Background: an optimization exercise with open tools, aiming at small area and a short achievable clock period. Do not read the settings as production practice. Only simulation tests tie the RTL to the original design; equivalence was not proved. Power figures rest on the tool's default switching activity, not on a simulated workload.

==> flow/design.v (excerpt) <==
module mc_banked_memory_top (
    input  wire         clk,
    input  wire         res,
    input  wire  [3:0]  valid,
    output logic [3:0]  ready,
    input  wire  [3:0]  wr_rd,
    input  wire  [23:0] addr,
    input  wire  [127:0] wdata,
    input  wire  [15:0] wstrb,
    output logic [3:0]  rvalid,
    output logic [127:0] rdata,
    output logic [3:0]  err,
    output logic        init_done
);
    mc_banked_memory #(
        .WIDTH(32), .DEPTH(48), .ADDR_WIDTH(6), .NUM_CH(4), .RD_LAT(2),
        .INIT_VAL('0)
    ) u_mem (
        .clk(clk), .res(res),
        .bus_valid(valid), .bus_ready(ready), .bus_wr_rd(wr_rd),
        .bus_addr(addr), .bus_wdata(wdata), .bus_wstrb(wstrb),
        .bus_rvalid(rvalid), .bus_rdata(rdata), .bus_err(err),
        .init_done(init_done)
    );
endmodule
==> flow/config.mk <==
export PLATFORM = sky130hd
export DESIGN_NAME = mc_banked_memory_top
export DESIGN_NICKNAME = mc_banked_memory_top
export VERILOG_FILES = /design/flow/design.v
export SDC_FILE = /design/flow/constraint.sdc
export NUM_CORES = 4
export LEC_CHECK = 0
export CAP_MARGIN = 20
export CORE_MARGIN = 2
export CORE_UTILIZATION = 40
export SETUP_SLACK_MARGIN = 2.5
export SLEW_MARGIN = 20
==> flow/constraint.sdc <==
create_clock -name core_clock -period 5.5 [get_ports {clk}]
set_input_delay 1.1000 -clock core_clock [delete_from_list [all_inputs] [get_ports {clk}]]
set_output_delay 1.1000 -clock core_clock [all_outputs]
set_load 0.01 [all_outputs]
standard.sh (not shown) runs the stock make flow with config.mk's settings and CLKGATE_MAP_FILE= SYNTH_SCRIPT=/design/flow/synth_recipe.tcl, a recipe that flattens the netlist after the stock synthesis.
==> flow/flow/run.sh <==
#!/bin/bash
set -uo pipefail
export BUFFER_PORTS_ARGS="-buffer_cell sky130_fd_sc_hd__buf_1"
bash standard.sh finish > orfs_make.log 2>&1
The starting point ran to the end with no violations.
Edit:
Settings changed: CTS_CLUSTER_DIAMETER from default to 80, CTS_CLUSTER_SIZE from default to 30, SETUP_SLACK_MARGIN 2.5 to 2.6.
Effect:
- The changed run went through all stages and came out clean
- clock-buffer cell count decreases by 125
- final area decreases by 2.4%
- via count decreases by 0.65%
- clock power decreases by 36%
- worst hold slack loses 0.023 ns

* * *

## job 101
mc_banked_memory_top, a different RTL version from the one above (not shown whole).
Size: roughly 62000 um^2 of cells after synthesis.
## mc_banked_memory_top
module mc_banked_memory_top (
    input  wire         clk,
    input  wire         res,
    input  wire  [3:0]  valid,
    output logic [3:0]  ready,
    input  wire  [3:0]  wr_rd,
    input  wire  [23:0] addr,
    input  wire  [127:0] wdata,
    input  wire  [15:0] wstrb,
    output logic [3:0]  rvalid,
    output logic [127:0] rdata,
    output logic [3:0]  err,
    output logic        init_done
);
Settings: LEC_CHECK=0, CAP_MARGIN=20, CORE_MARGIN=2, CORE_UTILIZATION=40, CTS_CLUSTER_DIAMETER=75, CTS_CLUSTER_SIZE=28, PLACE_DENSITY=0.75, SETUP_SLACK_MARGIN=2.8, SLEW_MARGIN=20; clock period 5.5 ns.
Scripts as last shown in full above: flow/flow/run.sh
--- input diff job 101..job 104 ---
# job 101
export LEC_CHECK = 0
export CAP_MARGIN = 20
export CORE_MARGIN = 2
export CORE_UTILIZATION = 40
export CTS_CLUSTER_DIAMETER = 75
export CTS_CLUSTER_SIZE = 28
export PLACE_DENSITY = 0.75
export SETUP_SLACK_MARGIN = 2.8
export SLEW_MARGIN = 20
create_clock -name core_clock -period 5.5 [get_ports {clk}]
# job 104
export LEC_CHECK = 0
export CAP_MARGIN = 20
export CORE_MARGIN = 2
export CORE_UTILIZATION = 40
export CTS_CLUSTER_DIAMETER = 70
export CTS_CLUSTER_SIZE = 24
export PLACE_DENSITY = 0.75
export SETUP_SLACK_MARGIN = 2.8
export SLEW_MARGIN = 20
create_clock -name core_clock -period 5.5 [get_ports {clk}]
==> run summary <==
Comparing job 101 and job 104, total power is lower on job 101. Against job 101, job 104 reports a cell count that is higher. There was hardly any difference in routed wire length between job 104 and job 101. Comparing job 101 with job 104, the multi-input combinational cell area came out essentially unchanged. Fraction of final layout cells sized beyond drive strength 1 for job 104: 0.38 points up relative to job 101. Per the comparison of job 104 with job 101, fmax now sits at about the same level, tap cell instance count has remained practically unchanged, clock tree buffer count of the final layout now larger.

* * *

Another version of the RTL of mc_banked_memory_top (not shown whole).
Size: ~3,400 cells after synthesis, ~1,700 flip-flops, roughly 320 I/O pins.
==> flow/config.mk <==
export PLATFORM = sky130hd
export DESIGN_NAME = mc_banked_memory_top
export DESIGN_NICKNAME = mc_banked_memory_top
export VERILOG_FILES = /design/flow/design.v
export SDC_FILE = /design/flow/constraint.sdc
export NUM_CORES = 4
export LEC_CHECK = 0
export CAP_MARGIN = 20
export CORE_MARGIN = 2
export CORE_UTILIZATION = 40
export CTS_CLUSTER_DIAMETER = 70
export CTS_CLUSTER_SIZE = 24
export PLACE_DENSITY = 0.75
export SETUP_SLACK_MARGIN = 2.7
export SLEW_MARGIN = 20
==> flow/constraint.sdc <==
create_clock -name core_clock -period 5.5 [get_ports {clk}]
set_input_delay 1.1000 -clock core_clock [delete_from_list [all_inputs] [get_ports {clk}]]
set_output_delay 1.1000 -clock core_clock [all_outputs]
set_load 0.01 [all_outputs]
Scripts as last shown in full above: flow/flow/run.sh
Change:
- CTS_CLUSTER_DIAMETER: 70 -> 80
- CTS_CLUSTER_SIZE: 24 -> 30
- PLACE_DENSITY: 0.75 -> not set
Outcome: Die area does not change; global-route usage rose by 1.8 points; via count fell by 1.2%; synthesized cell count does not change; total power barely changes; critical path depth rose by 1; routed wire length rose by about 6%; sequential power stays flat.

* * *

## main
mc_banked_memory_top, a different RTL version from the one above (not shown whole).
Size in the first run: roughly 1,600 flip-flops, roughly 320 I/O pins.
export LEC_CHECK = 0
export CAP_MARGIN = 20
export CORE_MARGIN = 2
export CORE_UTILIZATION = 40
export SLEW_MARGIN = 20
create_clock -name core_clock -period 5.5 [get_ports {clk}]
run.sh (not shown) runs the stock make flow with config.mk's settings and CLKGATE_MAP_FILE= SYNTH_SCRIPT=/design/flow/synth_recipe.tcl, a recipe that flattens the netlist after the stock synthesis.
Stock flow here: none of the scripts above is used.
For the feature branch, these inputs were changed with respect to main:
diff --git a/flow/config.mk b/flow/config.mk
--- a/flow/config.mk
+++ b/flow/config.mk
@@ -9,3 +9,4 @@
 export CORE_MARGIN = 2
 export CORE_UTILIZATION = 40
+export SETUP_SLACK_MARGIN = 2.5
 export SLEW_MARGIN = 20
## What came out
The feature branch and main ended up with nearly the same area taken by flip-flops and latches.
Looking at via count, the feature branch sits 977 higher than main does.
Largest fanout on the critical path: the feature branch and main compared, lower one is the feature branch
main → the feature branch: number of buffers inserted during clock tree synthesis lost 0.61%, proportion of power drawn by the clock network -0.5 points.
Looking at number of antenna repair diodes, the feature branch sits 1 lower than main does.
Diff the feature branch and main: minimum clock period lower in the feature branch
Against main as the reference, the feature branch delivers a lower final clock period utilization by the worst path.
Changes observed in the feature branch relative to main: sequential fraction of total cell area fell 1.4 points, worst stage delay on the critical path fell 230 ps, final worst setup slack rose 1450 ps.

* * *

Setup of the reference run:
mc_banked_memory_top, a different RTL version from the one above (not shown whole).
Size: roughly 1700 flip-flops, ~61000 um2 of cells after synthesis.
export LEC_CHECK = 0
export CAP_MARGIN = 20
export CORE_MARGIN = 2
export CORE_UTILIZATION = 40
export CTS_CLUSTER_DIAMETER = 75
export CTS_CLUSTER_SIZE = 28
export PLACE_DENSITY = 0.75
export SETUP_SLACK_MARGIN = 2.8
export SLEW_MARGIN = 20
create_clock -name core_clock -period 5.5 [get_ports {clk}]
standard.sh (not shown) runs the stock make flow with config.mk's settings and CLKGATE_MAP_FILE= SYNTH_SCRIPT=/design/flow/synth_recipe.tcl, a recipe that flattens the netlist after the stock synthesis.
Scripts as last shown in full above: flow/flow/run.sh
The inputs of the trial run differ from those of the reference run as listed below.
- changing CTS_CLUSTER_DIAMETER from 75 to 70
- changing CTS_CLUSTER_SIZE from 28 to 24
==> comparison <==
Relative to the reference run, worst hold slack after final layout has decreased by 0.017 ns in the trial run. The trial run -> the reference run: final routed wirelength across all metal layers flat. Routed length on met3: the trial run and the reference run compared, lower one is the reference run. Changes observed in the trial run relative to the reference run: maximum ir drop on the vdd rail picked up an extra 15%, clock share of power lost 0.6 points, area added between synthesis and finish lost 0.27 points. Pin slew with the least headroom to its limit of the trial run is on par with the reference run. Against the reference run, the trial run reports a count of buffers added by post-CTS timing repair for setup that is lower. The trial run completed end to end with timing, DRC and antenna clean. Switching fraction of total power for the trial run: 0.24 points down relative to the reference run. Cell area after layout: the trial run vs the reference run — no meaningful difference.

* * *

Another version of the RTL of mc_banked_memory_top (not shown whole).
For scale: about 1700 flip-flops, ~320 I/O pins, ~61000 µm² of cells after synthesis.
## mc_banked_memory_top
module mc_banked_memory_top (
    input  wire         clk,
    input  wire         res,
    input  wire  [3:0]  valid,
    output logic [3:0]  ready,
    input  wire  [3:0]  wr_rd,
    input  wire  [23:0] addr,
    input  wire  [127:0] wdata,
    input  wire  [15:0] wstrb,
    output logic [3:0]  rvalid,
    output logic [127:0] rdata,
    output logic [3:0]  err,
    output logic        init_done
);
    mc_banked_memory #(
        .WIDTH(32), .DEPTH(48), .ADDR_WIDTH(6), .NUM_CH(4), .RD_LAT(2),
        .INIT_VAL('0)
    ) u_mem (
        .clk(clk), .res(res),
        .bus_valid(valid), .bus_ready(ready), .bus_wr_rd(wr_rd),
        .bus_addr(addr), .bus_wdata(wdata), .bus_wstrb(wstrb),
        .bus_rvalid(rvalid), .bus_rdata(rdata), .bus_err(err),
        .init_done(init_done)
    );
endmodule
clock: 5.5 ns
lec_check: 0
cap_margin: 20
core_margin: 2
core_utilization: 40
cts_cluster_diameter: 75
cts_cluster_size: 28
place_density: 0.75
setup_slack_margin: 2.8
slew_margin: 20
Scripts as last shown in full above: flow/flow/run.sh
The starting point ran to the end with no violations.
Change:
--- a/flow/config.mk
+++ b/flow/config.mk
@@ -9,6 +9,6 @@
 export CORE_MARGIN = 2
 export CORE_UTILIZATION = 40
-export CTS_CLUSTER_DIAMETER = 75
-export CTS_CLUSTER_SIZE = 28
+export CTS_CLUSTER_DIAMETER = 70
+export CTS_CLUSTER_SIZE = 24
 export PLACE_DENSITY = 0.75
 export SETUP_SLACK_MARGIN = 2.8
Outcome:
- total power climbs slightly
- via count stays flat
- design area climbs slightly
- cell count climbs slightly
- sequential cell count is unchanged

port drivers added, routing unchanged:
Ports are ideal in the flow. The routed layouts listed here were re-timed in OpenROAD.
Step 1 (the two cells are an assumption about what drives the block):
set clk [get_ports {clk}]
set_driving_cell -lib_cell sky130_fd_sc_hd__clkbuf_16 $clk
set_driving_cell -lib_cell sky130_fd_sc_hd__buf_2 [delete_from_list [all_inputs] $clk]
Step 2 times the ports against the registers' clock, not the clock port: input delays grow and output delays shrink by t, the midpoint of the rising clock arrivals with the driver on.
Slacks: no drivers / after step 1 / after step 2; pairs: no drivers / after step 1.
run	shift t [ns]	slack for setup (ns)	slew at the worst register clock pin (ns)	worst slew at a driven data input, ns	pins driven straight from the clock port
the first run of note 1	0.865	2.408 / 2.360 / 1.891	0.07 / 0.07	0.17	1
the second run of note 1	0.796	2.403 / 2.365 / 2.003	0.12 / 0.12	0.13	1
job 101	0.754	2.585 / 2.513 / 2.146	0.11 / 0.11	0.28	1
job 104	0.772	2.582 / 2.511 / 2.122	0.10 / 0.10	0.25	1
the first run of note 3	0.782	2.252 / 2.156 / 1.965	0.10 / 0.10	0.17	1
the second run of note 3	0.800	2.302 / 2.214 / 1.836	0.12 / 0.12	0.13	1
main	0.881	0.756 / 0.729 / 0.729	0.07 / 0.07	0.07	1
the feature branch	0.883	2.201 / 2.162 / 1.975	0.07 / 0.07	0.07	1
the reference run	0.821	2.506 / 2.455 / 2.114	0.11 / 0.11	0.13	1
the trial run	0.827	2.527 / 2.476 / 2.132	0.10 / 0.10	0.13	1
the first run of note 6	0.772	2.481 / 2.443 / 2.192	0.11 / 0.11	0.14	1
the second run of note 6	0.780	2.482 / 2.444 / 2.194	0.10 / 0.10	0.14	1
After both steps every run listed still meets setup and hold. For the first run of note 1, which loses most, drivers alone change the setup slack by -0.048 ns; drivers and shift together by -0.517 ns.
